Background: an optimization exercise with open tools, aiming at small area, a short achievable clock period and few clock cycles per item. Do not read the settings as production practice.
Only the layout flow was run in this run; the RTL was not checked for function there.
Power is estimated from default activity; no workload was simulated.

==> design.v <==
`timescale 1ns/1ps
package alu_pkg;
	localparam int DATA_W = 32;
	typedef logic [DATA_W-1:0] word_t;
	localparam int SHAMT_W = 5;
	typedef logic [SHAMT_W-1:0] shamt_t;
	typedef enum logic [3:0] {
		OP_ADD  = 4'd0,
		OP_SUB  = 4'd1,
		OP_MUL  = 4'd2,
		OP_AND  = 4'd3,
		OP_OR   = 4'd4,
		OP_XOR  = 4'd5,
		OP_SHL  = 4'd6,
		OP_LSHR = 4'd7,
		OP_ASHR = 4'd8,
		OP_EQ   = 4'd9,
		OP_NE   = 4'd10,
		OP_ULT  = 4'd11,
		OP_ULE  = 4'd12,
		OP_SLT  = 4'd13,
		OP_SLE  = 4'd14
	} alu_op_t;
	localparam int MUL_STAGES_DEF = 4;
endpackage
`timescale 1ns/1ps
module elastic_alu (
	input logic clk,
	input logic rst,
	input logic [31:0] lhs,
	input logic [3:0] lhs_op,
	input logic lhs_valid,
	output logic lhs_ready,
	input logic [31:0] rhs,
	input logic rhs_valid,
	output logic rhs_ready,
	output logic [31:0] result,
	output logic result_valid,
	input logic result_ready
);
	logic lv, rv, fire, adv;
	logic [31:0] a_l, a_r;
	logic [3:0] a_op;
	logic lbusy, rbusy, lv_n, rv_n, sv_n;
	assign fire = lv & rv & adv;
	assign lhs_ready = ~lbusy;
	assign rhs_ready = ~rbusy;
	logic l_en, r_en;
	assign l_en = ~lv | fire;
	assign r_en = ~rv | fire;
	assign lv_n = l_en ? lhs_valid : lv;
	assign rv_n = r_en ? rhs_valid : rv;
	always_ff @(posedge clk or posedge rst) begin
		if (rst) begin
			lv <= 1'b0;
			rv <= 1'b0;
			lbusy <= 1'b0;
			rbusy <= 1'b0;
		end else begin
			lv <= lv_n;
			rv <= rv_n;
			lbusy <= lv_n & ~(rv_n & ~sv_n);
			rbusy <= rv_n & ~(lv_n & ~sv_n);
		end
	end
	always_ff @(posedge clk) begin
		if (l_en) begin
			a_l <= lhs;
			a_op <= lhs_op;
		end
		if (r_en) begin
			a_r <= rhs;
		end
	end
	logic o_mul, o_sh, o_one, o_addr, o_subr, o_and, o_or, o_xor, o_cin, o_sgn, o_rt, o_s;
	logic [1:0] o_ck;
	logic [31:0] e_l, e_ad, fill;
	logic [15:0] e_one, e_two, e_neg;
	logic [32:0] rr;
	logic e_x0, e_x32, eq;
	always_comb begin
		o_mul = (a_op == 4'd2);
		o_sh = (a_op == 4'd6) | (a_op == 4'd7) | (a_op == 4'd8);
		o_rt = (a_op == 4'd7) | (a_op == 4'd8);
		o_s = (a_op == 4'd8) & a_l[31];
		o_addr = (a_op == 4'd0);
		o_subr = (a_op == 4'd1) | ((a_op >= 4'd9) & (a_op <= 4'd14));
		o_one = o_addr | o_subr;
		o_and = (a_op == 4'd3);
		o_or = (a_op == 4'd4);
		o_xor = (a_op == 4'd5);
		o_cin = (a_op == 4'd1) | (a_op == 4'd9) | (a_op == 4'd10) | (a_op == 4'd11) | (a_op == 4'd13);
		o_sgn = (a_op == 4'd13) | (a_op == 4'd14);
		o_ck = (a_op == 4'd9) ? 2'd1 : (a_op == 4'd10) ? 2'd2 :
			((a_op >= 4'd11) & (a_op <= 4'd14)) ? 2'd3 : 2'd0;
		for (int i = 0; i < 32; i++) begin
			e_l[i] = o_rt ? a_l[31 - i] : a_l[i];
		end
		rr = {a_r, 1'b0};
		for (int j = 0; j < 16; j++) begin
			e_one[j] = (o_mul & (rr[2*j+1] ^ rr[2*j])) | (o_sh & (a_r[4:1] == j) & ~a_r[0]) | ((j == 0) & o_one);
			e_two[j] = (o_mul & ((rr[2*j+2] & ~rr[2*j+1] & ~rr[2*j]) | (~rr[2*j+2] & rr[2*j+1] & rr[2*j]))) |
				(o_sh & (a_r[4:1] == j) & a_r[0]);
			e_neg[j] = o_mul & rr[2*j+2];
		end
		e_x0 = o_mul ? e_neg[0] : o_cin;
		e_x32 = (o_ck != 2'd0) & ~(o_sgn & (a_l[31] ^ a_r[31]));
		for (int i = 0; i < 32; i++) begin
			fill[i] = o_s & (i < a_r[4:0]);
		end
		e_ad = ({32{o_addr}} & a_r) | ({32{o_subr}} & ~a_r) | ({32{o_and}} & (a_l & a_r)) |
			({32{o_or}} & (a_l | a_r)) | ({32{o_xor}} & (a_l ^ a_r)) | fill;
		eq = (a_l == a_r);
	end
	logic cv;
	logic [31:0] c_l, ad;
	logic [15:0] one, two, neg;
	logic x0, x32;
	logic c_sn, c_sr, c_fl, c_fe;
	always_ff @(posedge clk or posedge rst) begin
		if (rst) begin
			cv <= 1'b0;
		end else if (adv) begin
			cv <= fire;
		end
	end
	always_ff @(posedge clk) begin
		if (adv) begin
			c_l <= e_l;
			ad <= e_ad;
			one <= e_one;
			two <= e_two;
			neg <= e_neg;
			x0 <= e_x0;
			x32 <= e_x32;
			c_sn <= (o_ck == 2'd0) & ~o_rt;
			c_sr <= (o_ck == 2'd0) & o_rt;
			c_fl <= (o_ck == 2'd3);
			c_fe <= ((o_ck == 2'd1) & eq) | ((o_ck == 2'd2) & ~eq);
		end
	end
	logic [31:0] pp0, pp1, pp2, pp3, pp4, pp5, pp6, pp7, pp8, pp9, pp10, pp11, pp12, pp13, pp14, pp15;
	logic [32:0] ll;
	assign ll = {c_l, 1'b0};
	always_comb begin
		for (int i = 0; i < 32; i++) begin
			pp0[i] = ((one[0] & ll[i+1]) | (two[0] & ll[i])) ^ neg[0];
			pp1[i] = ((one[1] & ll[i+1]) | (two[1] & ll[i])) ^ neg[1];
			pp2[i] = ((one[2] & ll[i+1]) | (two[2] & ll[i])) ^ neg[2];
			pp3[i] = ((one[3] & ll[i+1]) | (two[3] & ll[i])) ^ neg[3];
			pp4[i] = ((one[4] & ll[i+1]) | (two[4] & ll[i])) ^ neg[4];
			pp5[i] = ((one[5] & ll[i+1]) | (two[5] & ll[i])) ^ neg[5];
			pp6[i] = ((one[6] & ll[i+1]) | (two[6] & ll[i])) ^ neg[6];
			pp7[i] = ((one[7] & ll[i+1]) | (two[7] & ll[i])) ^ neg[7];
			pp8[i] = ((one[8] & ll[i+1]) | (two[8] & ll[i])) ^ neg[8];
			pp9[i] = ((one[9] & ll[i+1]) | (two[9] & ll[i])) ^ neg[9];
			pp10[i] = ((one[10] & ll[i+1]) | (two[10] & ll[i])) ^ neg[10];
			pp11[i] = ((one[11] & ll[i+1]) | (two[11] & ll[i])) ^ neg[11];
			pp12[i] = ((one[12] & ll[i+1]) | (two[12] & ll[i])) ^ neg[12];
			pp13[i] = ((one[13] & ll[i+1]) | (two[13] & ll[i])) ^ neg[13];
			pp14[i] = ((one[14] & ll[i+1]) | (two[14] & ll[i])) ^ neg[14];
			pp15[i] = ((one[15] & ll[i+1]) | (two[15] & ll[i])) ^ neg[15];
		end
	end
	logic [32:0] tx, ty, sum;
	logic t1, t2, t3, t4, t5, t6, t7, t8, t9, t10, t11, t12, t13, t14, t15, t16, t17, t18, t19, t20, t21, t22, t23, t24, t25, t26, t27, t28, t29, t30, t31, t32, t33, t34, t35, t36, t37, t38, t39, t40, t41, t42, t43, t44, t45, t46, t47, t48, t49, t50, t51, t52, t53, t54, t55, t56, t57, t58, t59, t60, t61, t62, t63, t64, t65, t66, t67, t68, t69, t70, t71, t72, t73, t74, t75, t76, t77, t78, t79, t80, t81, t82, t83, t84, t85, t86, t87, t88, t89, t90, t91, t92, t93, t94, t95, t96, t97, t98, t99, t100, t101, t102, t103, t104, t105, t106, t107, t108, t109, t110, t111, t112, t113, t114, t115, t116, t117, t118, t119, t120, t121, t122, t123, t124, t125, t126, t127, t128, t129, t130, t131, t132, t133, t134, t135, t136, t137, t138, t139, t140, t141, t142, t143, t144, t145, t146, t147, t148, t149, t150, t151, t152, t153, t154, t155, t156, t157, t158, t159, t160, t161, t162, t163, t164, t165, t166, t167, t168, t169, t170, t171, t172, t173, t174, t175, t176, t177, t178, t179, t180, t181, t182, t183, t184, t185, t186, t187, t188, t189, t190, t191, t192, t193, t194, t195, t196, t197, t198, t199, t200, t201, t202, t203, t204, t205, t206, t207, t208, t209, t210, t211, t212, t213, t214, t215, t216, t217, t218, t219, t220, t221, t222, t223, t224, t225, t226, t227, t228, t229, t230, t231, t232, t233, t234, t235, t236, t237, t238, t239, t240, t241, t242, t243, t244, t245, t246, t247, t248, t249, t250, t251, t252, t253, t254, t255, t256, t257, t258, t259, t260, t261, t262, t263, t264, t265, t266, t267, t268, t269, t270, t271, t272, t273, t274, t275, t276, t277, t278, t279, t280, t281, t282, t283, t284, t285, t286, t287, t288, t289, t290, t291, t292, t293, t294, t295, t296, t297, t298, t299, t300, t301, t302, t303, t304, t305, t306, t307, t308, t309, t310, t311, t312, t313, t314, t315, t316, t317, t318, t319, t320, t321, t322, t323, t324, t325, t326, t327, t328, t329, t330, t331, t332, t333, t334, t335, t336, t337, t338, t339, t340, t341, t342, t343, t344, t345, t346, t347, t348, t349, t350, t351, t352, t353, t354, t355, t356, t357, t358, t359, t360, t361, t362, t363, t364, t365, t366, t367, t368, t369, t370, t371, t372, t373, t374, t375, t376, t377, t378, t379, t380, t381, t382, t383, t384, t385, t386, t387, t388, t389, t390, t391, t392, t393, t394, t395, t396, t397, t398, t399, t400, t401, t402, t403, t404, t405, t406, t407, t408, t409, t410, t411, t412, t413, t414, t415, t416, t417, t418, t419, t420, t421, t422, t423, t424, t425, t426, t427, t428, t429, t430, t431, t432, t433, t434, t435, t436, t437, t438, t439, t440, t441, t442, t443, t444, t445, t446, t447, t448, t449, t450, t451, t452, t453, t454, t455, t456, t457, t458, t459, t460, t461, t462, t463, t464, t465, t466, t467, t468, t469, t470, t471, t472, t473, t474, t475, t476, t477, t478, t479, t480, t481, t482, t483, t484, t485, t486, t487, t488, t489, t490, t491, t492, t493, t494, t495, t496, t497, t498, t499, t500, t501, t502, t503, t504, t505, t506, t507, t508, t509, t510, t511, t512, t513, t514, t515, t516, t517, t518, t519, t520, t521, t522, t523, t524, t525, t526, t527, t528, t529;
	csa_ha t1_h (.a(neg[11]), .b(ad[22]), .s(t1), .co(t2));
	csa_ha t3_h (.a(ad[23]), .b(pp0[23]), .s(t3), .co(t4));
	csa_fa t5_f (.a(neg[12]), .b(ad[24]), .c(pp0[24]), .s(t5), .co(t6));
	csa_ha t7_h (.a(pp10[4]), .b(pp11[2]), .s(t7), .co(t8));
	csa_fa t9_f (.a(ad[25]), .b(pp0[25]), .c(pp10[5]), .s(t9), .co(t10));
	csa_ha t11_h (.a(pp11[3]), .b(pp12[1]), .s(t11), .co(t12));
	csa_fa t13_f (.a(neg[13]), .b(ad[26]), .c(pp0[26]), .s(t13), .co(t14));
	csa_fa t15_f (.a(pp10[6]), .b(pp11[4]), .c(pp12[2]), .s(t15), .co(t16));
	csa_ha t17_h (.a(pp13[0]), .b(pp1[24]), .s(t17), .co(t18));
	csa_fa t19_f (.a(ad[27]), .b(pp0[27]), .c(pp10[7]), .s(t19), .co(t20));
	csa_fa t21_f (.a(pp11[5]), .b(pp12[3]), .c(pp13[1]), .s(t21), .co(t22));
	csa_ha t23_h (.a(pp1[25]), .b(pp2[23]), .s(t23), .co(t24));
	csa_fa t25_f (.a(neg[14]), .b(ad[28]), .c(pp0[28]), .s(t25), .co(t26));
	csa_fa t27_f (.a(pp10[8]), .b(pp11[6]), .c(pp12[4]), .s(t27), .co(t28));
	csa_fa t29_f (.a(pp13[2]), .b(pp14[0]), .c(pp1[26]), .s(t29), .co(t30));
	csa_ha t31_h (.a(pp2[24]), .b(pp3[22]), .s(t31), .co(t32));
	csa_fa t33_f (.a(ad[29]), .b(pp0[29]), .c(pp10[9]), .s(t33), .co(t34));
	csa_fa t35_f (.a(pp11[7]), .b(pp12[5]), .c(pp13[3]), .s(t35), .co(t36));
	csa_fa t37_f (.a(pp14[1]), .b(pp1[27]), .c(pp2[25]), .s(t37), .co(t38));
	csa_ha t39_h (.a(pp3[23]), .b(pp4[21]), .s(t39), .co(t40));
	csa_fa t41_f (.a(neg[15]), .b(ad[30]), .c(pp0[30]), .s(t41), .co(t42));
	csa_fa t43_f (.a(pp10[10]), .b(pp11[8]), .c(pp12[6]), .s(t43), .co(t44));
	csa_fa t45_f (.a(pp13[4]), .b(pp14[2]), .c(pp15[0]), .s(t45), .co(t46));
	csa_fa t47_f (.a(pp1[28]), .b(pp2[26]), .c(pp3[24]), .s(t47), .co(t48));
	csa_ha t49_h (.a(pp4[22]), .b(pp5[20]), .s(t49), .co(t50));
	csa_fa t51_f (.a(ad[31]), .b(pp0[31]), .c(pp10[11]), .s(t51), .co(t52));
	csa_fa t53_f (.a(pp11[9]), .b(pp12[7]), .c(pp13[5]), .s(t53), .co(t54));
	csa_fa t55_f (.a(pp14[3]), .b(pp15[1]), .c(pp1[29]), .s(t55), .co(t56));
	csa_fa t57_f (.a(pp2[27]), .b(pp3[25]), .c(pp4[23]), .s(t57), .co(t58));
	csa_ha t59_h (.a(pp5[21]), .b(pp6[19]), .s(t59), .co(t60));
	csa_ha t61_h (.a(neg[7]), .b(ad[14]), .s(t61), .co(t62));
	csa_ha t63_h (.a(ad[15]), .b(pp0[15]), .s(t63), .co(t64));
	csa_fa t65_f (.a(neg[8]), .b(ad[16]), .c(pp0[16]), .s(t65), .co(t66));
	csa_ha t67_h (.a(pp1[14]), .b(pp2[12]), .s(t67), .co(t68));
	csa_fa t69_f (.a(ad[17]), .b(pp0[17]), .c(pp1[15]), .s(t69), .co(t70));
	csa_ha t71_h (.a(pp2[13]), .b(pp3[11]), .s(t71), .co(t72));
	csa_fa t73_f (.a(neg[9]), .b(ad[18]), .c(pp0[18]), .s(t73), .co(t74));
	csa_fa t75_f (.a(pp1[16]), .b(pp2[14]), .c(pp3[12]), .s(t75), .co(t76));
	csa_ha t77_h (.a(pp4[10]), .b(pp5[8]), .s(t77), .co(t78));
	csa_fa t79_f (.a(ad[19]), .b(pp0[19]), .c(pp1[17]), .s(t79), .co(t80));
	csa_fa t81_f (.a(pp2[15]), .b(pp3[13]), .c(pp4[11]), .s(t81), .co(t82));
	csa_ha t83_h (.a(pp5[9]), .b(pp6[7]), .s(t83), .co(t84));
	csa_fa t85_f (.a(neg[10]), .b(ad[20]), .c(pp0[20]), .s(t85), .co(t86));
	csa_fa t87_f (.a(pp10[0]), .b(pp1[18]), .c(pp2[16]), .s(t87), .co(t88));
	csa_fa t89_f (.a(pp3[14]), .b(pp4[12]), .c(pp5[10]), .s(t89), .co(t90));
	csa_ha t91_h (.a(pp6[8]), .b(pp7[6]), .s(t91), .co(t92));
	csa_fa t93_f (.a(ad[21]), .b(pp0[21]), .c(pp10[1]), .s(t93), .co(t94));
	csa_fa t95_f (.a(pp1[19]), .b(pp2[17]), .c(pp3[15]), .s(t95), .co(t96));
	csa_fa t97_f (.a(pp4[13]), .b(pp5[11]), .c(pp6[9]), .s(t97), .co(t98));
	csa_ha t99_h (.a(pp7[7]), .b(pp8[5]), .s(t99), .co(t100));
	csa_fa t101_f (.a(pp0[22]), .b(pp10[2]), .c(pp11[0]), .s(t101), .co(t102));
	csa_fa t103_f (.a(pp1[20]), .b(pp2[18]), .c(pp3[16]), .s(t103), .co(t104));
	csa_fa t105_f (.a(pp4[14]), .b(pp5[12]), .c(pp6[10]), .s(t105), .co(t106));
	csa_fa t107_f (.a(pp7[8]), .b(pp8[6]), .c(pp9[4]), .s(t107), .co(t108));
	csa_fa t109_f (.a(pp10[3]), .b(pp11[1]), .c(pp1[21]), .s(t109), .co(t110));
	csa_fa t111_f (.a(pp2[19]), .b(pp3[17]), .c(pp4[15]), .s(t111), .co(t112));
	csa_fa t113_f (.a(pp5[13]), .b(pp6[11]), .c(pp7[9]), .s(t113), .co(t114));
	csa_fa t115_f (.a(pp8[7]), .b(pp9[5]), .c(t2), .s(t115), .co(t116));
	csa_fa t117_f (.a(pp12[0]), .b(pp1[22]), .c(pp2[20]), .s(t117), .co(t118));
	csa_fa t119_f (.a(pp3[18]), .b(pp4[16]), .c(pp5[14]), .s(t119), .co(t120));
	csa_fa t121_f (.a(pp6[12]), .b(pp7[10]), .c(pp8[8]), .s(t121), .co(t122));
	csa_fa t123_f (.a(pp9[6]), .b(t4), .c(t7), .s(t123), .co(t124));
	csa_fa t125_f (.a(pp1[23]), .b(pp2[21]), .c(pp3[19]), .s(t125), .co(t126));
	csa_fa t127_f (.a(pp4[17]), .b(pp5[15]), .c(pp6[13]), .s(t127), .co(t128));
	csa_fa t129_f (.a(pp7[11]), .b(pp8[9]), .c(pp9[7]), .s(t129), .co(t130));
	csa_fa t131_f (.a(t8), .b(t11), .c(t6), .s(t131), .co(t132));
	csa_fa t133_f (.a(pp2[22]), .b(pp3[20]), .c(pp4[18]), .s(t133), .co(t134));
	csa_fa t135_f (.a(pp5[16]), .b(pp6[14]), .c(pp7[12]), .s(t135), .co(t136));
	csa_fa t137_f (.a(pp8[10]), .b(pp9[8]), .c(t12), .s(t137), .co(t138));
	csa_fa t139_f (.a(t17), .b(t10), .c(t13), .s(t139), .co(t140));
	csa_fa t141_f (.a(pp3[21]), .b(pp4[19]), .c(pp5[17]), .s(t141), .co(t142));
	csa_fa t143_f (.a(pp6[15]), .b(pp7[13]), .c(pp8[11]), .s(t143), .co(t144));
	csa_fa t145_f (.a(pp9[9]), .b(t18), .c(t23), .s(t145), .co(t146));
	csa_fa t147_f (.a(t14), .b(t16), .c(t19), .s(t147), .co(t148));
	csa_fa t149_f (.a(pp4[20]), .b(pp5[18]), .c(pp6[16]), .s(t149), .co(t150));
	csa_fa t151_f (.a(pp7[14]), .b(pp8[12]), .c(pp9[10]), .s(t151), .co(t152));
	csa_fa t153_f (.a(t24), .b(t31), .c(t20), .s(t153), .co(t154));
	csa_fa t155_f (.a(t22), .b(t25), .c(t27), .s(t155), .co(t156));
	csa_fa t157_f (.a(pp5[19]), .b(pp6[17]), .c(pp7[15]), .s(t157), .co(t158));
	csa_fa t159_f (.a(pp8[13]), .b(pp9[11]), .c(t32), .s(t159), .co(t160));
	csa_fa t161_f (.a(t39), .b(t26), .c(t28), .s(t161), .co(t162));
	csa_fa t163_f (.a(t30), .b(t33), .c(t35), .s(t163), .co(t164));
	csa_fa t165_f (.a(pp6[18]), .b(pp7[16]), .c(pp8[14]), .s(t165), .co(t166));
	csa_fa t167_f (.a(pp9[12]), .b(t40), .c(t49), .s(t167), .co(t168));
	csa_fa t169_f (.a(t34), .b(t36), .c(t38), .s(t169), .co(t170));
	csa_fa t171_f (.a(t41), .b(t43), .c(t45), .s(t171), .co(t172));
	csa_fa t173_f (.a(pp7[17]), .b(pp8[15]), .c(pp9[13]), .s(t173), .co(t174));
	csa_fa t175_f (.a(t50), .b(t59), .c(t42), .s(t175), .co(t176));
	csa_fa t177_f (.a(t44), .b(t46), .c(t48), .s(t177), .co(t178));
	csa_fa t179_f (.a(t51), .b(t53), .c(t55), .s(t179), .co(t180));
	csa_x2 t181_x (.a(x32), .b(t60), .y(t181));
	csa_ha t182_h (.a(neg[4]), .b(ad[8]), .s(t182), .co(t183));
	csa_ha t184_h (.a(ad[9]), .b(pp0[9]), .s(t184), .co(t185));
	csa_fa t186_f (.a(neg[5]), .b(ad[10]), .c(pp0[10]), .s(t186), .co(t187));
	csa_ha t188_h (.a(pp1[8]), .b(pp2[6]), .s(t188), .co(t189));
	csa_fa t190_f (.a(ad[11]), .b(pp0[11]), .c(pp1[9]), .s(t190), .co(t191));
	csa_ha t192_h (.a(pp2[7]), .b(pp3[5]), .s(t192), .co(t193));
	csa_fa t194_f (.a(neg[6]), .b(ad[12]), .c(pp0[12]), .s(t194), .co(t195));
	csa_fa t196_f (.a(pp1[10]), .b(pp2[8]), .c(pp3[6]), .s(t196), .co(t197));
	csa_ha t198_h (.a(pp4[4]), .b(pp5[2]), .s(t198), .co(t199));
	csa_fa t200_f (.a(ad[13]), .b(pp0[13]), .c(pp1[11]), .s(t200), .co(t201));
	csa_fa t202_f (.a(pp2[9]), .b(pp3[7]), .c(pp4[5]), .s(t202), .co(t203));
	csa_ha t204_h (.a(pp5[3]), .b(pp6[1]), .s(t204), .co(t205));
	csa_fa t206_f (.a(pp0[14]), .b(pp1[12]), .c(pp2[10]), .s(t206), .co(t207));
	csa_fa t208_f (.a(pp3[8]), .b(pp4[6]), .c(pp5[4]), .s(t208), .co(t209));
	csa_fa t210_f (.a(pp6[2]), .b(pp7[0]), .c(t61), .s(t210), .co(t211));
	csa_fa t212_f (.a(pp1[13]), .b(pp2[11]), .c(pp3[9]), .s(t212), .co(t213));
	csa_fa t214_f (.a(pp4[7]), .b(pp5[5]), .c(pp6[3]), .s(t214), .co(t215));
	csa_fa t216_f (.a(pp7[1]), .b(t62), .c(t63), .s(t216), .co(t217));
	csa_fa t218_f (.a(pp3[10]), .b(pp4[8]), .c(pp5[6]), .s(t218), .co(t219));
	csa_fa t220_f (.a(pp6[4]), .b(pp7[2]), .c(pp8[0]), .s(t220), .co(t221));
	csa_fa t222_f (.a(t64), .b(t67), .c(t65), .s(t222), .co(t223));
	csa_fa t224_f (.a(pp4[9]), .b(pp5[7]), .c(pp6[5]), .s(t224), .co(t225));
	csa_fa t226_f (.a(pp7[3]), .b(pp8[1]), .c(t68), .s(t226), .co(t227));
	csa_fa t228_f (.a(t71), .b(t66), .c(t69), .s(t228), .co(t229));
	csa_fa t230_f (.a(pp6[6]), .b(pp7[4]), .c(pp8[2]), .s(t230), .co(t231));
	csa_fa t232_f (.a(pp9[0]), .b(t72), .c(t77), .s(t232), .co(t233));
	csa_fa t234_f (.a(t70), .b(t73), .c(t75), .s(t234), .co(t235));
	csa_fa t236_f (.a(pp7[5]), .b(pp8[3]), .c(pp9[1]), .s(t236), .co(t237));
	csa_fa t238_f (.a(t78), .b(t83), .c(t74), .s(t238), .co(t239));
	csa_fa t240_f (.a(t76), .b(t79), .c(t81), .s(t240), .co(t241));
	csa_fa t242_f (.a(pp8[4]), .b(pp9[2]), .c(t84), .s(t242), .co(t243));
	csa_fa t244_f (.a(t91), .b(t80), .c(t82), .s(t244), .co(t245));
	csa_fa t246_f (.a(t85), .b(t87), .c(t89), .s(t246), .co(t247));
	csa_fa t248_f (.a(pp9[3]), .b(t92), .c(t99), .s(t248), .co(t249));
	csa_fa t250_f (.a(t86), .b(t88), .c(t90), .s(t250), .co(t251));
	csa_fa t252_f (.a(t93), .b(t95), .c(t97), .s(t252), .co(t253));
	csa_fa t254_f (.a(t1), .b(t100), .c(t94), .s(t254), .co(t255));
	csa_fa t256_f (.a(t96), .b(t98), .c(t101), .s(t256), .co(t257));
	csa_fa t258_f (.a(t103), .b(t105), .c(t107), .s(t258), .co(t259));
	csa_fa t260_f (.a(t3), .b(t102), .c(t104), .s(t260), .co(t261));
	csa_fa t262_f (.a(t106), .b(t108), .c(t109), .s(t262), .co(t263));
	csa_fa t264_f (.a(t111), .b(t113), .c(t115), .s(t264), .co(t265));
	csa_fa t266_f (.a(t110), .b(t112), .c(t114), .s(t266), .co(t267));
	csa_fa t268_f (.a(t116), .b(t117), .c(t119), .s(t268), .co(t269));
	csa_fa t270_f (.a(t121), .b(t5), .c(t123), .s(t270), .co(t271));
	csa_fa t272_f (.a(t118), .b(t120), .c(t122), .s(t272), .co(t273));
	csa_fa t274_f (.a(t125), .b(t127), .c(t129), .s(t274), .co(t275));
	csa_fa t276_f (.a(t9), .b(t124), .c(t131), .s(t276), .co(t277));
	csa_x2 t279_x (.a(t126), .b(t128), .y(t279));
	csa_x2 t278_x (.a(t279), .b(t130), .y(t278));
	csa_mj t280_m (.a(t126), .b(t128), .c(t130), .y(t280));
	csa_x2 t282_x (.a(t133), .b(t135), .y(t282));
	csa_x2 t281_x (.a(t282), .b(t15), .y(t281));
	csa_mj t283_m (.a(t133), .b(t135), .c(t15), .y(t283));
	csa_x2 t285_x (.a(t137), .b(t132), .y(t285));
	csa_x2 t284_x (.a(t285), .b(t139), .y(t284));
	csa_mj t286_m (.a(t137), .b(t132), .c(t139), .y(t286));
	csa_x2 t288_x (.a(t134), .b(t136), .y(t288));
	csa_x2 t287_x (.a(t288), .b(t141), .y(t287));
	csa_mj t289_m (.a(t134), .b(t136), .c(t141), .y(t289));
	csa_x2 t291_x (.a(t143), .b(t21), .y(t291));
	csa_x2 t290_x (.a(t291), .b(t138), .y(t290));
	csa_mj t292_m (.a(t143), .b(t21), .c(t138), .y(t292));
	csa_x2 t294_x (.a(t145), .b(t140), .y(t294));
	csa_x2 t293_x (.a(t294), .b(t147), .y(t293));
	csa_mj t295_m (.a(t145), .b(t140), .c(t147), .y(t295));
	csa_x2 t297_x (.a(t142), .b(t144), .y(t297));
	csa_x2 t296_x (.a(t297), .b(t149), .y(t296));
	csa_mj t298_m (.a(t142), .b(t144), .c(t149), .y(t298));
	csa_x2 t300_x (.a(t151), .b(t29), .y(t300));
	csa_x2 t299_x (.a(t300), .b(t146), .y(t299));
	csa_mj t301_m (.a(t151), .b(t29), .c(t146), .y(t301));
	csa_x2 t303_x (.a(t148), .b(t153), .y(t303));
	csa_x2 t302_x (.a(t303), .b(t155), .y(t302));
	csa_mj t304_m (.a(t148), .b(t153), .c(t155), .y(t304));
	csa_x2 t306_x (.a(t150), .b(t152), .y(t306));
	csa_x2 t305_x (.a(t306), .b(t157), .y(t305));
	csa_mj t307_m (.a(t150), .b(t152), .c(t157), .y(t307));
	csa_x2 t309_x (.a(t37), .b(t159), .y(t309));
	csa_x2 t308_x (.a(t309), .b(t154), .y(t308));
	csa_mj t310_m (.a(t37), .b(t159), .c(t154), .y(t310));
	csa_x2 t312_x (.a(t156), .b(t161), .y(t312));
	csa_x2 t311_x (.a(t312), .b(t163), .y(t311));
	csa_mj t313_m (.a(t156), .b(t161), .c(t163), .y(t313));
	csa_x2 t315_x (.a(t158), .b(t165), .y(t315));
	csa_x2 t314_x (.a(t315), .b(t47), .y(t314));
	csa_mj t316_m (.a(t158), .b(t165), .c(t47), .y(t316));
	csa_x2 t318_x (.a(t160), .b(t167), .y(t318));
	csa_x2 t317_x (.a(t318), .b(t162), .y(t317));
	csa_mj t319_m (.a(t160), .b(t167), .c(t162), .y(t319));
	csa_x2 t321_x (.a(t164), .b(t169), .y(t321));
	csa_x2 t320_x (.a(t321), .b(t171), .y(t320));
	csa_mj t322_m (.a(t164), .b(t169), .c(t171), .y(t322));
	csa_x2 t324_x (.a(t166), .b(t173), .y(t324));
	csa_x2 t323_x (.a(t324), .b(t57), .y(t323));
	csa_mj t325_m (.a(t166), .b(t173), .c(t57), .y(t325));
	csa_x2 t327_x (.a(t168), .b(t170), .y(t327));
	csa_x2 t326_x (.a(t327), .b(t172), .y(t326));
	csa_mj t328_m (.a(t168), .b(t170), .c(t172), .y(t328));
	csa_x2 t330_x (.a(t175), .b(t177), .y(t330));
	csa_x2 t329_x (.a(t330), .b(t179), .y(t329));
	csa_mj t331_m (.a(t175), .b(t177), .c(t179), .y(t331));
	csa_x2 t333_x (.a(t174), .b(t52), .y(t333));
	csa_x2 t332_x (.a(t333), .b(t54), .y(t332));
	csa_x2 t335_x (.a(t56), .b(t58), .y(t335));
	csa_x2 t334_x (.a(t335), .b(t181), .y(t334));
	csa_x2 t337_x (.a(t176), .b(t178), .y(t337));
	csa_x2 t336_x (.a(t337), .b(t180), .y(t336));
	csa_ha t338_h (.a(neg[2]), .b(ad[4]), .s(t338), .co(t339));
	csa_ha t340_h (.a(ad[5]), .b(pp0[5]), .s(t340), .co(t341));
	csa_fa t342_f (.a(neg[3]), .b(ad[6]), .c(pp0[6]), .s(t342), .co(t343));
	csa_ha t344_h (.a(pp1[4]), .b(pp2[2]), .s(t344), .co(t345));
	csa_fa t346_f (.a(ad[7]), .b(pp0[7]), .c(pp1[5]), .s(t346), .co(t347));
	csa_ha t348_h (.a(pp2[3]), .b(pp3[1]), .s(t348), .co(t349));
	csa_fa t350_f (.a(pp0[8]), .b(pp1[6]), .c(pp2[4]), .s(t350), .co(t351));
	csa_fa t352_f (.a(pp3[2]), .b(pp4[0]), .c(t182), .s(t352), .co(t353));
	csa_fa t354_f (.a(pp1[7]), .b(pp2[5]), .c(pp3[3]), .s(t354), .co(t355));
	csa_fa t356_f (.a(pp4[1]), .b(t183), .c(t184), .s(t356), .co(t357));
	csa_fa t358_f (.a(pp3[4]), .b(pp4[2]), .c(pp5[0]), .s(t358), .co(t359));
	csa_fa t360_f (.a(t185), .b(t188), .c(t186), .s(t360), .co(t361));
	csa_fa t362_f (.a(pp4[3]), .b(pp5[1]), .c(t189), .s(t362), .co(t363));
	csa_fa t364_f (.a(t192), .b(t187), .c(t190), .s(t364), .co(t365));
	csa_fa t366_f (.a(pp6[0]), .b(t193), .c(t198), .s(t366), .co(t367));
	csa_fa t368_f (.a(t191), .b(t194), .c(t196), .s(t368), .co(t369));
	csa_fa t370_f (.a(t199), .b(t204), .c(t195), .s(t370), .co(t371));
	csa_fa t372_f (.a(t197), .b(t200), .c(t202), .s(t372), .co(t373));
	csa_fa t374_f (.a(t205), .b(t201), .c(t203), .s(t374), .co(t375));
	csa_fa t376_f (.a(t206), .b(t208), .c(t210), .s(t376), .co(t377));
	csa_fa t378_f (.a(t207), .b(t209), .c(t212), .s(t378), .co(t379));
	csa_fa t380_f (.a(t214), .b(t211), .c(t216), .s(t380), .co(t381));
	csa_fa t382_f (.a(t213), .b(t215), .c(t218), .s(t382), .co(t383));
	csa_fa t384_f (.a(t220), .b(t217), .c(t222), .s(t384), .co(t385));
	csa_fa t386_f (.a(t219), .b(t221), .c(t224), .s(t386), .co(t387));
	csa_fa t388_f (.a(t226), .b(t223), .c(t228), .s(t388), .co(t389));
	csa_fa t390_f (.a(t225), .b(t230), .c(t227), .s(t390), .co(t391));
	csa_fa t392_f (.a(t232), .b(t229), .c(t234), .s(t392), .co(t393));
	csa_fa t394_f (.a(t231), .b(t236), .c(t233), .s(t394), .co(t395));
	csa_fa t396_f (.a(t235), .b(t238), .c(t240), .s(t396), .co(t397));
	csa_fa t398_f (.a(t237), .b(t242), .c(t239), .s(t398), .co(t399));
	csa_fa t400_f (.a(t241), .b(t244), .c(t246), .s(t400), .co(t401));
	csa_fa t402_f (.a(t243), .b(t248), .c(t245), .s(t402), .co(t403));
	csa_fa t404_f (.a(t247), .b(t250), .c(t252), .s(t404), .co(t405));
	csa_fa t406_f (.a(t249), .b(t251), .c(t253), .s(t406), .co(t407));
	csa_fa t408_f (.a(t254), .b(t256), .c(t258), .s(t408), .co(t409));
	csa_fa t410_f (.a(t255), .b(t257), .c(t259), .s(t410), .co(t411));
	csa_fa t412_f (.a(t260), .b(t262), .c(t264), .s(t412), .co(t413));
	csa_fa t414_f (.a(t261), .b(t263), .c(t266), .s(t414), .co(t415));
	csa_fa t416_f (.a(t265), .b(t268), .c(t270), .s(t416), .co(t417));
	csa_fa t418_f (.a(t267), .b(t269), .c(t272), .s(t418), .co(t419));
	csa_fa t420_f (.a(t274), .b(t271), .c(t276), .s(t420), .co(t421));
	csa_x2 t423_x (.a(t273), .b(t278), .y(t423));
	csa_x2 t422_x (.a(t423), .b(t275), .y(t422));
	csa_mj t424_m (.a(t273), .b(t278), .c(t275), .y(t424));
	csa_x2 t426_x (.a(t281), .b(t284), .y(t426));
	csa_x2 t425_x (.a(t426), .b(t277), .y(t425));
	csa_mj t427_m (.a(t281), .b(t284), .c(t277), .y(t427));
	csa_x2 t429_x (.a(t280), .b(t287), .y(t429));
	csa_x2 t428_x (.a(t429), .b(t283), .y(t428));
	csa_mj t430_m (.a(t280), .b(t287), .c(t283), .y(t430));
	csa_x2 t432_x (.a(t290), .b(t293), .y(t432));
	csa_x2 t431_x (.a(t432), .b(t286), .y(t431));
	csa_mj t433_m (.a(t290), .b(t293), .c(t286), .y(t433));
	csa_x2 t435_x (.a(t296), .b(t289), .y(t435));
	csa_x2 t434_x (.a(t435), .b(t299), .y(t434));
	csa_mj t436_m (.a(t296), .b(t289), .c(t299), .y(t436));
	csa_x2 t438_x (.a(t292), .b(t302), .y(t438));
	csa_x2 t437_x (.a(t438), .b(t295), .y(t437));
	csa_mj t439_m (.a(t292), .b(t302), .c(t295), .y(t439));
	csa_x2 t441_x (.a(t305), .b(t298), .y(t441));
	csa_x2 t440_x (.a(t441), .b(t301), .y(t440));
	csa_mj t442_m (.a(t305), .b(t298), .c(t301), .y(t442));
	csa_x2 t444_x (.a(t308), .b(t311), .y(t444));
	csa_x2 t443_x (.a(t444), .b(t304), .y(t443));
	csa_mj t445_m (.a(t308), .b(t311), .c(t304), .y(t445));
	csa_x2 t447_x (.a(t307), .b(t314), .y(t447));
	csa_x2 t446_x (.a(t447), .b(t310), .y(t446));
	csa_mj t448_m (.a(t307), .b(t314), .c(t310), .y(t448));
	csa_x2 t450_x (.a(t317), .b(t320), .y(t450));
	csa_x2 t449_x (.a(t450), .b(t313), .y(t449));
	csa_mj t451_m (.a(t317), .b(t320), .c(t313), .y(t451));
	csa_x2 t453_x (.a(t316), .b(t323), .y(t453));
	csa_x2 t452_x (.a(t453), .b(t319), .y(t452));
	csa_mj t454_m (.a(t316), .b(t323), .c(t319), .y(t454));
	csa_x2 t456_x (.a(t326), .b(t329), .y(t456));
	csa_x2 t455_x (.a(t456), .b(t322), .y(t455));
	csa_mj t457_m (.a(t326), .b(t329), .c(t322), .y(t457));
	csa_x2 t459_x (.a(t332), .b(t334), .y(t459));
	csa_x2 t458_x (.a(t459), .b(t325), .y(t458));
	csa_x2 t461_x (.a(t336), .b(t328), .y(t461));
	csa_x2 t460_x (.a(t461), .b(t331), .y(t460));
	csa_ha t462_h (.a(neg[1]), .b(ad[2]), .s(t462), .co(t463));
	csa_ha t464_h (.a(ad[3]), .b(pp0[3]), .s(t464), .co(t465));
	csa_fa t466_f (.a(pp0[4]), .b(pp1[2]), .c(pp2[0]), .s(t466), .co(t467));
	csa_fa t468_f (.a(pp1[3]), .b(pp2[1]), .c(t339), .s(t468), .co(t469));
	csa_fa t470_f (.a(pp3[0]), .b(t341), .c(t344), .s(t470), .co(t471));
	csa_fa t472_f (.a(t345), .b(t348), .c(t343), .s(t472), .co(t473));
	csa_fa t474_f (.a(t349), .b(t347), .c(t350), .s(t474), .co(t475));
	csa_fa t476_f (.a(t351), .b(t354), .c(t353), .s(t476), .co(t477));
	csa_fa t478_f (.a(t355), .b(t358), .c(t357), .s(t478), .co(t479));
	csa_fa t480_f (.a(t359), .b(t362), .c(t361), .s(t480), .co(t481));
	csa_fa t482_f (.a(t363), .b(t366), .c(t365), .s(t482), .co(t483));
	csa_fa t484_f (.a(t367), .b(t369), .c(t370), .s(t484), .co(t485));
	csa_fa t486_f (.a(t371), .b(t373), .c(t374), .s(t486), .co(t487));
	csa_fa t488_f (.a(t375), .b(t378), .c(t377), .s(t488), .co(t489));
	csa_fa t490_f (.a(t379), .b(t382), .c(t381), .s(t490), .co(t491));
	csa_fa t492_f (.a(t383), .b(t386), .c(t385), .s(t492), .co(t493));
	csa_fa t494_f (.a(t387), .b(t390), .c(t389), .s(t494), .co(t495));
	csa_fa t496_f (.a(t391), .b(t394), .c(t393), .s(t496), .co(t497));
	csa_fa t498_f (.a(t395), .b(t398), .c(t397), .s(t498), .co(t499));
	csa_fa t500_f (.a(t399), .b(t402), .c(t401), .s(t500), .co(t501));
	csa_fa t502_f (.a(t403), .b(t406), .c(t405), .s(t502), .co(t503));
	csa_fa t504_f (.a(t407), .b(t410), .c(t409), .s(t504), .co(t505));
	csa_fa t506_f (.a(t411), .b(t414), .c(t413), .s(t506), .co(t507));
	csa_fa t508_f (.a(t415), .b(t418), .c(t417), .s(t508), .co(t509));
	csa_x2 t511_x (.a(t422), .b(t419), .y(t511));
	csa_x2 t510_x (.a(t511), .b(t425), .y(t510));
	csa_mj t512_m (.a(t422), .b(t419), .c(t425), .y(t512));
	csa_x2 t514_x (.a(t424), .b(t428), .y(t514));
	csa_x2 t513_x (.a(t514), .b(t427), .y(t513));
	csa_mj t515_m (.a(t424), .b(t428), .c(t427), .y(t515));
	csa_x2 t517_x (.a(t430), .b(t434), .y(t517));
	csa_x2 t516_x (.a(t517), .b(t433), .y(t516));
	csa_mj t518_m (.a(t430), .b(t434), .c(t433), .y(t518));
	csa_x2 t520_x (.a(t436), .b(t440), .y(t520));
	csa_x2 t519_x (.a(t520), .b(t439), .y(t519));
	csa_mj t521_m (.a(t436), .b(t440), .c(t439), .y(t521));
	csa_x2 t523_x (.a(t446), .b(t442), .y(t523));
	csa_x2 t522_x (.a(t523), .b(t445), .y(t522));
	csa_mj t524_m (.a(t446), .b(t442), .c(t445), .y(t524));
	csa_x2 t526_x (.a(t452), .b(t448), .y(t526));
	csa_x2 t525_x (.a(t526), .b(t451), .y(t525));
	csa_mj t527_m (.a(t452), .b(t448), .c(t451), .y(t527));
	csa_x2 t529_x (.a(t458), .b(t454), .y(t529));
	csa_x2 t528_x (.a(t529), .b(t460), .y(t528));
	logic q0_0, q0_1, q0_2, q1_0, q1_1, q2_0, q2_1, q2_2, q3_0, q3_1, q3_2, q4_0, q4_1, q4_2, q5_0, q5_1, q5_2, q6_0, q6_1, q6_2, q7_0, q7_1, q7_2, q8_0, q8_1, q8_2, q9_0, q9_1, q9_2, q10_0, q10_1, q10_2, q11_0, q11_1, q11_2, q12_0, q12_1, q12_2, q13_0, q13_1, q13_2, q14_0, q14_1, q14_2, q15_0, q15_1, q15_2, q16_0, q16_1, q16_2, q17_0, q17_1, q17_2, q18_0, q18_1, q18_2, q19_0, q19_1, q19_2, q20_0, q20_1, q20_2, q21_0, q21_1, q21_2, q22_0, q22_1, q22_2, q23_0, q23_1, q23_2, q24_0, q24_1, q24_2, q25_0, q25_1, q25_2, q26_0, q26_1, q26_2, q27_0, q27_1, q27_2, q28_0, q28_1, q28_2, q29_0, q29_1, q29_2, q30_0, q30_1, q30_2, q31_0, q31_1, q31_2, q32_0, q32_1, q32_2;
	always_ff @(posedge clk) begin
		if (adv) begin
			q0_0 <= ad[0];
			q0_1 <= x0;
			q0_2 <= pp0[0];
			q1_0 <= ad[1];
			q1_1 <= pp0[1];
			q2_0 <= t462;
			q2_1 <= pp0[2];
			q2_2 <= pp1[0];
			q3_0 <= t464;
			q3_1 <= pp1[1];
			q3_2 <= t463;
			q4_0 <= t466;
			q4_1 <= t338;
			q4_2 <= t465;
			q5_0 <= t468;
			q5_1 <= t340;
			q5_2 <= t467;
			q6_0 <= t470;
			q6_1 <= t342;
			q6_2 <= t469;
			q7_0 <= t472;
			q7_1 <= t346;
			q7_2 <= t471;
			q8_0 <= t474;
			q8_1 <= t352;
			q8_2 <= t473;
			q9_0 <= t476;
			q9_1 <= t356;
			q9_2 <= t475;
			q10_0 <= t478;
			q10_1 <= t360;
			q10_2 <= t477;
			q11_0 <= t480;
			q11_1 <= t364;
			q11_2 <= t479;
			q12_0 <= t482;
			q12_1 <= t368;
			q12_2 <= t481;
			q13_0 <= t484;
			q13_1 <= t372;
			q13_2 <= t483;
			q14_0 <= t486;
			q14_1 <= t376;
			q14_2 <= t485;
			q15_0 <= t488;
			q15_1 <= t380;
			q15_2 <= t487;
			q16_0 <= t490;
			q16_1 <= t384;
			q16_2 <= t489;
			q17_0 <= t492;
			q17_1 <= t388;
			q17_2 <= t491;
			q18_0 <= t494;
			q18_1 <= t392;
			q18_2 <= t493;
			q19_0 <= t496;
			q19_1 <= t396;
			q19_2 <= t495;
			q20_0 <= t498;
			q20_1 <= t400;
			q20_2 <= t497;
			q21_0 <= t500;
			q21_1 <= t404;
			q21_2 <= t499;
			q22_0 <= t502;
			q22_1 <= t408;
			q22_2 <= t501;
			q23_0 <= t504;
			q23_1 <= t412;
			q23_2 <= t503;
			q24_0 <= t506;
			q24_1 <= t416;
			q24_2 <= t505;
			q25_0 <= t508;
			q25_1 <= t420;
			q25_2 <= t507;
			q26_0 <= t510;
			q26_1 <= t421;
			q26_2 <= t509;
			q27_0 <= t513;
			q27_1 <= t431;
			q27_2 <= t512;
			q28_0 <= t516;
			q28_1 <= t437;
			q28_2 <= t515;
			q29_0 <= t519;
			q29_1 <= t443;
			q29_2 <= t518;
			q30_0 <= t522;
			q30_1 <= t449;
			q30_2 <= t521;
			q31_0 <= t525;
			q31_1 <= t455;
			q31_2 <= t524;
			q32_0 <= t528;
			q32_1 <= t457;
			q32_2 <= t527;
		end
	end
	logic u1, u2, u3, u4, u5, u6, u7, u8, u9, u10, u11, u12, u13, u14, u15, u16, u17, u18, u19, u20, u21, u22, u23, u24, u25, u26, u27, u28, u29, u30, u31, u32, u33, u34, u35, u36, u37, u38, u39, u40, u41, u42, u43, u44, u45, u46, u47, u48, u49, u50, u51, u52, u53, u54, u55, u56, u57, u58, u59, u60, u61, u62, u63, u64, u65, u66, u67, u68, u69, u70, u71, u72;
	csa_ha u1_h (.a(q0_0), .b(q0_1), .s(u1), .co(u2));
	csa_ha u3_h (.a(q1_0), .b(q1_1), .s(u3), .co(u4));
	csa_fa u5_f (.a(q2_0), .b(q2_1), .c(q2_2), .s(u5), .co(u6));
	csa_fa u7_f (.a(q3_0), .b(q3_1), .c(q3_2), .s(u7), .co(u8));
	csa_fa u9_f (.a(q4_0), .b(q4_1), .c(q4_2), .s(u9), .co(u10));
	csa_fa u11_f (.a(q5_0), .b(q5_1), .c(q5_2), .s(u11), .co(u12));
	csa_fa u13_f (.a(q6_0), .b(q6_1), .c(q6_2), .s(u13), .co(u14));
	csa_fa u15_f (.a(q7_0), .b(q7_1), .c(q7_2), .s(u15), .co(u16));
	csa_fa u17_f (.a(q8_0), .b(q8_1), .c(q8_2), .s(u17), .co(u18));
	csa_fa u19_f (.a(q9_0), .b(q9_1), .c(q9_2), .s(u19), .co(u20));
	csa_fa u21_f (.a(q10_0), .b(q10_1), .c(q10_2), .s(u21), .co(u22));
	csa_fa u23_f (.a(q11_0), .b(q11_1), .c(q11_2), .s(u23), .co(u24));
	csa_fa u25_f (.a(q12_0), .b(q12_1), .c(q12_2), .s(u25), .co(u26));
	csa_fa u27_f (.a(q13_0), .b(q13_1), .c(q13_2), .s(u27), .co(u28));
	csa_fa u29_f (.a(q14_0), .b(q14_1), .c(q14_2), .s(u29), .co(u30));
	csa_fa u31_f (.a(q15_0), .b(q15_1), .c(q15_2), .s(u31), .co(u32));
	csa_fa u33_f (.a(q16_0), .b(q16_1), .c(q16_2), .s(u33), .co(u34));
	csa_fa u35_f (.a(q17_0), .b(q17_1), .c(q17_2), .s(u35), .co(u36));
	csa_fa u37_f (.a(q18_0), .b(q18_1), .c(q18_2), .s(u37), .co(u38));
	csa_fa u39_f (.a(q19_0), .b(q19_1), .c(q19_2), .s(u39), .co(u40));
	csa_fa u41_f (.a(q20_0), .b(q20_1), .c(q20_2), .s(u41), .co(u42));
	csa_fa u43_f (.a(q21_0), .b(q21_1), .c(q21_2), .s(u43), .co(u44));
	csa_fa u45_f (.a(q22_0), .b(q22_1), .c(q22_2), .s(u45), .co(u46));
	csa_fa u47_f (.a(q23_0), .b(q23_1), .c(q23_2), .s(u47), .co(u48));
	csa_fa u49_f (.a(q24_0), .b(q24_1), .c(q24_2), .s(u49), .co(u50));
	csa_fa u51_f (.a(q25_0), .b(q25_1), .c(q25_2), .s(u51), .co(u52));
	csa_x2 u54_x (.a(q26_0), .b(q26_1), .y(u54));
	csa_x2 u53_x (.a(u54), .b(q26_2), .y(u53));
	csa_mj u55_m (.a(q26_0), .b(q26_1), .c(q26_2), .y(u55));
	csa_x2 u57_x (.a(q27_0), .b(q27_1), .y(u57));
	csa_x2 u56_x (.a(u57), .b(q27_2), .y(u56));
	csa_mj u58_m (.a(q27_0), .b(q27_1), .c(q27_2), .y(u58));
	csa_x2 u60_x (.a(q28_0), .b(q28_1), .y(u60));
	csa_x2 u59_x (.a(u60), .b(q28_2), .y(u59));
	csa_mj u61_m (.a(q28_0), .b(q28_1), .c(q28_2), .y(u61));
	csa_x2 u63_x (.a(q29_0), .b(q29_1), .y(u63));
	csa_x2 u62_x (.a(u63), .b(q29_2), .y(u62));
	csa_mj u64_m (.a(q29_0), .b(q29_1), .c(q29_2), .y(u64));
	csa_x2 u66_x (.a(q30_0), .b(q30_1), .y(u66));
	csa_x2 u65_x (.a(u66), .b(q30_2), .y(u65));
	csa_mj u67_m (.a(q30_0), .b(q30_1), .c(q30_2), .y(u67));
	csa_x2 u69_x (.a(q31_0), .b(q31_1), .y(u69));
	csa_x2 u68_x (.a(u69), .b(q31_2), .y(u68));
	csa_mj u70_m (.a(q31_0), .b(q31_1), .c(q31_2), .y(u70));
	csa_x2 u72_x (.a(q32_0), .b(q32_1), .y(u72));
	csa_x2 u71_x (.a(u72), .b(q32_2), .y(u71));
	assign tx = {u71, u68, u65, u62, u59, u56, u53, u51, u49, u47, u45, u43, u41, u39, u37, u35, u33, u31, u29, u27, u25, u23, u21, u19, u17, u15, u13, u11, u9, u7, u5, u3, u1};
	assign ty = {u70, u67, u64, u61, u58, u55, u52, u50, u48, u46, u44, u42, u40, u38, u36, u34, u32, u30, u28, u26, u24, u22, u20, u18, u16, u14, u12, u10, u8, u6, u4, u2, q0_2};
	assign sum = tx + ty;
	logic bv;
	logic b_sn, b_sr, b_fl, b_fe;
	always_ff @(posedge clk or posedge rst) begin
		if (rst) begin
			bv <= 1'b0;
		end else if (adv) begin
			bv <= cv;
		end
	end
	always_ff @(posedge clk) begin
		if (adv) begin
			b_sn <= c_sn;
			b_sr <= c_sr;
			b_fl <= c_fl;
			b_fe <= c_fe;
		end
	end
	logic [31:0] res;
	always_comb begin
		for (int i = 0; i < 32; i++) begin
			res[i] = (b_sn & sum[i]) | (b_sr & sum[31 - i]);
		end
		res[0] = res[0] | (b_fl & sum[32]) | b_fe;
	end
	logic ov, sv, take;
	logic [31:0] o_d, s_d;
	assign adv = ~sv;
	assign take = ov & result_ready;
	assign result_valid = ov;
	assign result = o_d;
	logic ov_n;
	always_comb begin
		ov_n = ov;
		sv_n = sv;
		if (sv) begin
			if (take) sv_n = 1'b0;
		end else if (bv) begin
			if (ov & ~take) sv_n = 1'b1;
			else ov_n = 1'b1;
		end else if (take) begin
			ov_n = 1'b0;
		end
	end
	always_ff @(posedge clk or posedge rst) begin
		if (rst) begin
			ov <= 1'b0;
			sv <= 1'b0;
		end else begin
			ov <= ov_n;
			sv <= sv_n;
		end
	end
	logic k_s, k_n, k_r;
	logic [31:0] o_n;
	assign k_s = sv;
	assign k_n = ~sv & b_sn;
	assign k_r = ~sv & b_sr;
	always_comb begin
		for (int i = 0; i < 32; i++) begin
			o_n[i] = (k_s & s_d[i]) | (k_n & sum[i]) | (k_r & sum[31 - i]);
		end
		o_n[0] = o_n[0] | (~sv & ((b_fl & sum[32]) | b_fe));
	end
	always_ff @(posedge clk) begin
		if (~sv) s_d <= res;
		if ((sv & take) | (~sv & bv & (~ov | take))) o_d <= o_n;
	end
endmodule
module csa_fa (
	input logic a,
	input logic b,
	input logic c,
	output logic s,
	output logic co
);
	assign s = a ^ b ^ c;
	assign co = (a & b) | (a & c) | (b & c);
endmodule
module csa_ha (
	input logic a,
	input logic b,
	output logic s,
	output logic co
);
	assign s = a ^ b;
	assign co = a & b;
endmodule
module csa_x2 (
	input logic a,
	input logic b,
	output logic y
);
	assign y = a ^ b;
endmodule
module csa_mj (
	input logic a,
	input logic b,
	input logic c,
	output logic y
);
	assign y = (a & b) | (a & c) | (b & c);
endmodule
==> flow/run.sh <==
#!/bin/bash
set -euo pipefail
MARGIN=${MARGIN:-6.5}
sed "s/\"\\\${@:-finish}\"/SETUP_SLACK_MARGIN=$MARGIN \"\${@:-finish}\"/" standard.sh > flow/standard_margin.sh
grep -q "SETUP_SLACK_MARGIN=$MARGIN" flow/standard_margin.sh
bash flow/standard_margin.sh > make_flow.log 2>&1
==> flow/standard_margin.sh <==
#!/bin/bash
# The standard flow's own layout of this design, on the ORFS make targets given (by default finish). After
# finish it leaves the final layout's DEF at /design/flow/out/final.def.
set -euo pipefail
make -C /OpenROAD-flow-scripts/flow DESIGN_CONFIG=/design/flow/config.mk WORK_HOME=/design/flow/orfs CLKGATE_MAP_FILE= SYNTH_SCRIPT=/design/flow/synth_recipe.tcl CAP_MARGIN=20 CORE_MARGIN=2 CORE_UTILIZATION=40 SLEW_MARGIN=20 SYNTH_HIERARCHICAL=1 SETUP_SLACK_MARGIN=6.5 "${@:-finish}"
if [[ -f /design/flow/orfs/results/sky130hd/elastic_alu/base/6_final.odb ]]; then
  : # left out here: write the final layout as DEF
fi
==> standard.sh <==
#!/bin/bash
# synth_recipe.tcl (not shown) runs the flow's synth.tcl, then flattens the netlist and writes it again
# the make line also repeats each setting of config.mk as NAME=value (left out here)
make -C /OpenROAD-flow-scripts/flow DESIGN_CONFIG=/design/flow/config.mk WORK_HOME=/design/flow/orfs CLKGATE_MAP_FILE= SYNTH_SCRIPT=/design/flow/synth_recipe.tcl "${@:-finish}"
==> config.mk <==
export PLATFORM = sky130hd
export DESIGN_NAME = elastic_alu
export DESIGN_NICKNAME = elastic_alu
export VERILOG_FILES = /design/flow/design.v
export SDC_FILE = /design/flow/constraint.sdc
export NUM_CORES = 4
export LEC_CHECK = 0
export CAP_MARGIN = 20
export CORE_MARGIN = 2
export CORE_UTILIZATION = 40
export SLEW_MARGIN = 20
export SYNTH_HIERARCHICAL = 1
==> constraint.sdc <==
create_clock -name core_clock -period 10.0 [get_ports {clk}]
set_input_delay 2.0000 -clock core_clock [delete_from_list [all_inputs] [get_ports {clk}]]
set_output_delay 2.0000 -clock core_clock [all_outputs]
set_load 0.01 [all_outputs]
==> impl_metrics.tcl <==
set metrics [dict create \
    yosys_register_bits 360 \
    grt_pass1_wl_mm 126 \
    antenna-diode-count 0 \
    die_height_um 267 \
    max_slew_margin_pct 26.8 \
    cp.arrival_ps 3820 \
    pin_count_of_the_biggest_net_entering_global_routing 148 \
    overflow_left_after_global_routing 0 \
    fin_crit_sh_pct 35.5 \
    timing.final.setup_violations 0 \
    max_freq_mhz 282 \
    multiInputGateArea_um2 16300 \
    placementRows 96 \
    timing.final.hold_violations 0 \
    drcViolationCount 0 \
    grt_antenna_before_repair 0 \
    cts_root_buf "clkbuf_16" \
    detail_route.first_pass.iterations 6 \
    synth-edff-count 352 \
    start_kind "register" \
    synthesis.nets 2829 \
    gpl_congestion 0.938 \
    netlist-cell-type-count 61 \
    cts_tree "built" \
    timing.critical_path.to_type "register" \
    rsz0062_at_grt "yes" \
    clock_tree.buffer_depth 3 \
    grt_pass1_vias 20200 \
    worst-r2r-setup-slack_ps 6450 \
    dp_hpwl_mm 60.1 \
    post_layout_nonfiller_instances 3430 \
    clock-skew-final_ps 34.3 \
    pwr_density_cell_nw_per_um2 101 \
    final_layout_size_suffix_gt1_share_pct 12.2 \
    timing.rr.end "o_d[0]" \
    number_of_clock_buffers_inserted_by_tritoncts 42 \
    dr_total_vias 20200 \
    viasPerCell 5.88 \
    post_syn_area_per_cell_um2 11.5 \
    register_to_register_path_depth 10 \
    timing.setup.tns_ps 0 \
    total_leakage_power_nw 11.5 \
    required_ps 10270 \
    cts-hold-fix-buffers 0 \
    maxSlewViolCount 0 \
    routedWlPerCell_um 24.6 \
    insertion_delay_ps 590 \
    timing_worst_setup_path_type "reg2reg" \
    clkTransAtPathRegs_ps 60 \
    worst-path-max-fanout 7 \
    pin_count 108 \
    area_growth_syn_to_layout_pct 15.9 \
    core_area_um2 68600 \
    timing.rr.start "q25_0" \
    setup.worst_path.end "o_d[0]" \
    fin_crit_ps 3550 \
    portBuffers 107 \
    max_capacitance_violation_count 0 \
    wl_mm 84.5 \
    outcome "no timing/DRC/antenna violations" \
    dominantRegCellSynth "edfxtp_1" \
    hold_start "c_sn" \
    gr-usage-all-layers_pct 23.4 \
    die_x_um 267 \
    full_die_area_um2 71400 \
    cts-htree-levels 2 \
    timing.hold.worst.class "reg2reg" \
    critPathLaunch "q25_0" \
    synth-seq-area-share_pct 38.9 \
    initial_core_utilization_pct 40.4 \
    number_of_synthesis_warnings 7 \
    design.final.nets 2878 \
    netlist_area_um2 27700 \
    clock-sinks 360 \
    num-fill-cells 6156 \
    first_iter_violations 2209 \
    power.ir.vdd_worst_uv 109 \
    fin_worst_hold_slack_ps 403 \
    worst_pin_slew_ps 1100 \
    async_s_r_ff_share_synth_pct 2.22 \
    netlist_instances 2419 \
    ant_nets 0 \
    placed_instances 3287 \
    seqCellArea_um2 10800 \
]
==> final cells by class <==
type                            count  area share, %
Multi-Input combinational cell   1763           50.8
Sequential cell                   360           33.5
Timing Repair Buffer              214           6.62
Tap cell                          931           3.63
Clock buffer                       50           3.40
Inverter                           87           1.04
Clock inverter                     25          0.951
==> critical path, stage by stage (launching register included) <==
cell and delay [ps]:
edfxtp_1 450, fa_1 680, ha_1 390, a211oi_1 250
o21ai_0 160, o211ai_1 130, o2bb2ai_1 170, o21ai_0 120
o2bb2ai_1 140, a221oi_1 570, a41oi_1 200
==> synth_stat cells (2+ instances only) <==
library cell	number	area share, %
a21oi_1	61	1.1
maj3_2	42	1.7
nand2_1	162	2.2
a211o_1	2	0.063
clkbuf_1	169	2.3
a21o_1	12	0.33
inv_1	86	1.2
a31oi_1	10	0.23
a22o_1	21	0.66
edfxtp_1	352	38
o211ai_1	12	0.33
buf_1	37	0.50
fa_1	199	14
a211oi_1	6	0.16
and2_1	4	0.090
mux2_2	24	0.98
buf_2	2	0.036
or3_1	9	0.20
o221ai_1	8	0.25
nand4_1	11	0.25
a21boi_0	3	0.081
a41oi_1	2	0.063
xor2_1	110	3.5
nor2b_1	8	0.18
o21ai_0	119	2.1
o2bb2ai_1	3	0.095
xnor2_1	305	9.6
nor2_1	67	0.91
ha_1	138	6.2
o2111ai_1	12	0.38
a221oi_1	21	0.66
nor3_1	13	0.23
a32o_1	14	0.51
nand2b_1	5	0.11
nor4_1	11	0.25
a221o_1	2	0.072
nand3b_1	2	0.054
and4_1	3	0.095
nand3_1	35	0.63
and3_1	5	0.11
o21bai_1	5	0.14
o21a_1	6	0.16
o22ai_1	6	0.14
dfrtp_1	8	0.72
a22oi_1	271	7.3
==> Yosys stat by module, one instance, submodules excluded <==
module | flip-flops and latches | times used
csa_x2 | 0 | 99
elastic_alu | 360 | 1
csa_ha | 0 | 32
csa_fa | 0 | 198
csa_mj | 0 | 42
==> per-stage QoR <==
| step | worst slack (ps) | util, % | area, um^2 | power, mW |
|---|---|---|---|---|
| after floorplan | 6530 | - | 27700 | 1.67 |
| after global placement | 6210 | 43.0 | 29500 | 1.70 |
| after detailed placement | 6200 | 43.0 | 29500 | 1.70 |
| after CTS | 6460 | 45.7 | 31300 | 3.27 |
| after global routing | 6390 | 46.8 | 32100 | 3.33 |
| final | 6450 | 46.8 | 32100 | 3.24 |
==> flip-flops by register name, indices dropped and copies added, names as in the netlist, 4 cells and up <==
register / flops
one: 16
ad: 32
o_d: 32
a_op: 4
two: 16
a_r: 32
neg: 16
s_d: 32
a_l: 32
c_l: 32
==> per-layer routing <==
layer	share of wire (%)	up-vias	wire (um)	global-route usage [%]
li1	-	8856	-	-
met1	40	10100	34200	30.1
met2	48	954	40600	39.2
met3	7.0	227	5920	3.39
met4	4.5	0	3830	10.6
met5	0	-	0	0
==> power breakdown <==
| part | internal [mW] | switching, mW |
|---|---|---|
| clock | 0.919 | 0.657 |
| combinational | 0.0243 | 0.00462 |
| sequential | 1.63 | 0.000000000000000442 |
| total | 2.58 | 0.661 |
==> worst min path at each step <==
| stage | to | slack [ps] | cells after the start |
|---|---|---|---|
| 2_1_floorplan | b_fe | 400 | 0 |
| 3_3_place_gp | b_fe | 410 | 0 |
| 3_5_place_dp | b_fe | 410 | 0 |
| 4_1_cts | b_sn | 410 | 0 |
| 5_1_grt | b_sn | 420 | 0 |
| 6_report | b_sn | 400 | 0 |
==> cells by family after synthesis <==
logic type / share of synthesized area (%)
AOI/OAI and AO/OA: 15.3
xor gates and xnor gates: 13.1
adders and majority gates: 22.3
DFF: 38.9
and+or+nand+nor: 5.42
buffers and inverters: 4.05
muxes: 0.975
==> repair_timing <==
item                                    4_1_cts  5_1_grt
buffers inserted                             29       39
endpoints found under the setup margin       64       63
pin swaps                                     6       29
resized for setup                            37       64
==> cell usage in the layout (no fill, tap or decap), types with 7 or more instances in the layout <==
master / n
o21ai_0: 115
xnor2_2: 9
a221oi_1: 21
dlygate4sd2_1: 10
a22oi_1: 270
nor3_1: 10
buf_12: 18
ha_1: 120
mux2_2: 19
maj3_2: 42
nand4_1: 11
inv_1: 85
nor4_1: 9
dfrtp_1: 8
a21oi_1: 56
nor2b_1: 8
clkbuf_1: 7
xor2_1: 107
clkbuf_16: 42
clkdlybuf4s50_1: 94
edfxtp_1: 352
fa_1: 198
a22o_1: 21
nor2_1: 66
a31oi_1: 7
a21o_1: 12
a32o_1: 14
o2111ai_1: 12
ha_4: 14
buf_4: 82
nand3_1: 35
clkinv_2: 8
nand2_1: 160
xnor2_1: 296
or3_1: 9
o211ai_1: 12

afterwards: timing with drivers on the ports:
The flow's constraints put no driver on any port. The routed layout listed below was extracted and timed again, unchanged, in two steps. Step 1 sets driving cells, clkbuf_16 on the clock port and buf_2 on the other inputs (assumed; they add their load-dependent delay and slew). Step 2 moves the port delays by t, midway between the first and last clock arrival at a register: inputs arrive t later, outputs are due t later. That takes back most of the time a late clock gives input paths. Slacks: ideal ports / drivers / drivers and shift; pairs: ideal ports / drivers.
shift t [ns]: 0.631
setup slack, ns: 6.449 / 6.449 / 6.449
worst setup path at the end: register to register
worst data-port slew with drivers (ns): 0.05
pins driven straight from the clock port: 1
After both steps this run still meets setup and hold. The setup slack of this run moves by 0.000 ns with the drivers and by 0.000 ns with both steps.
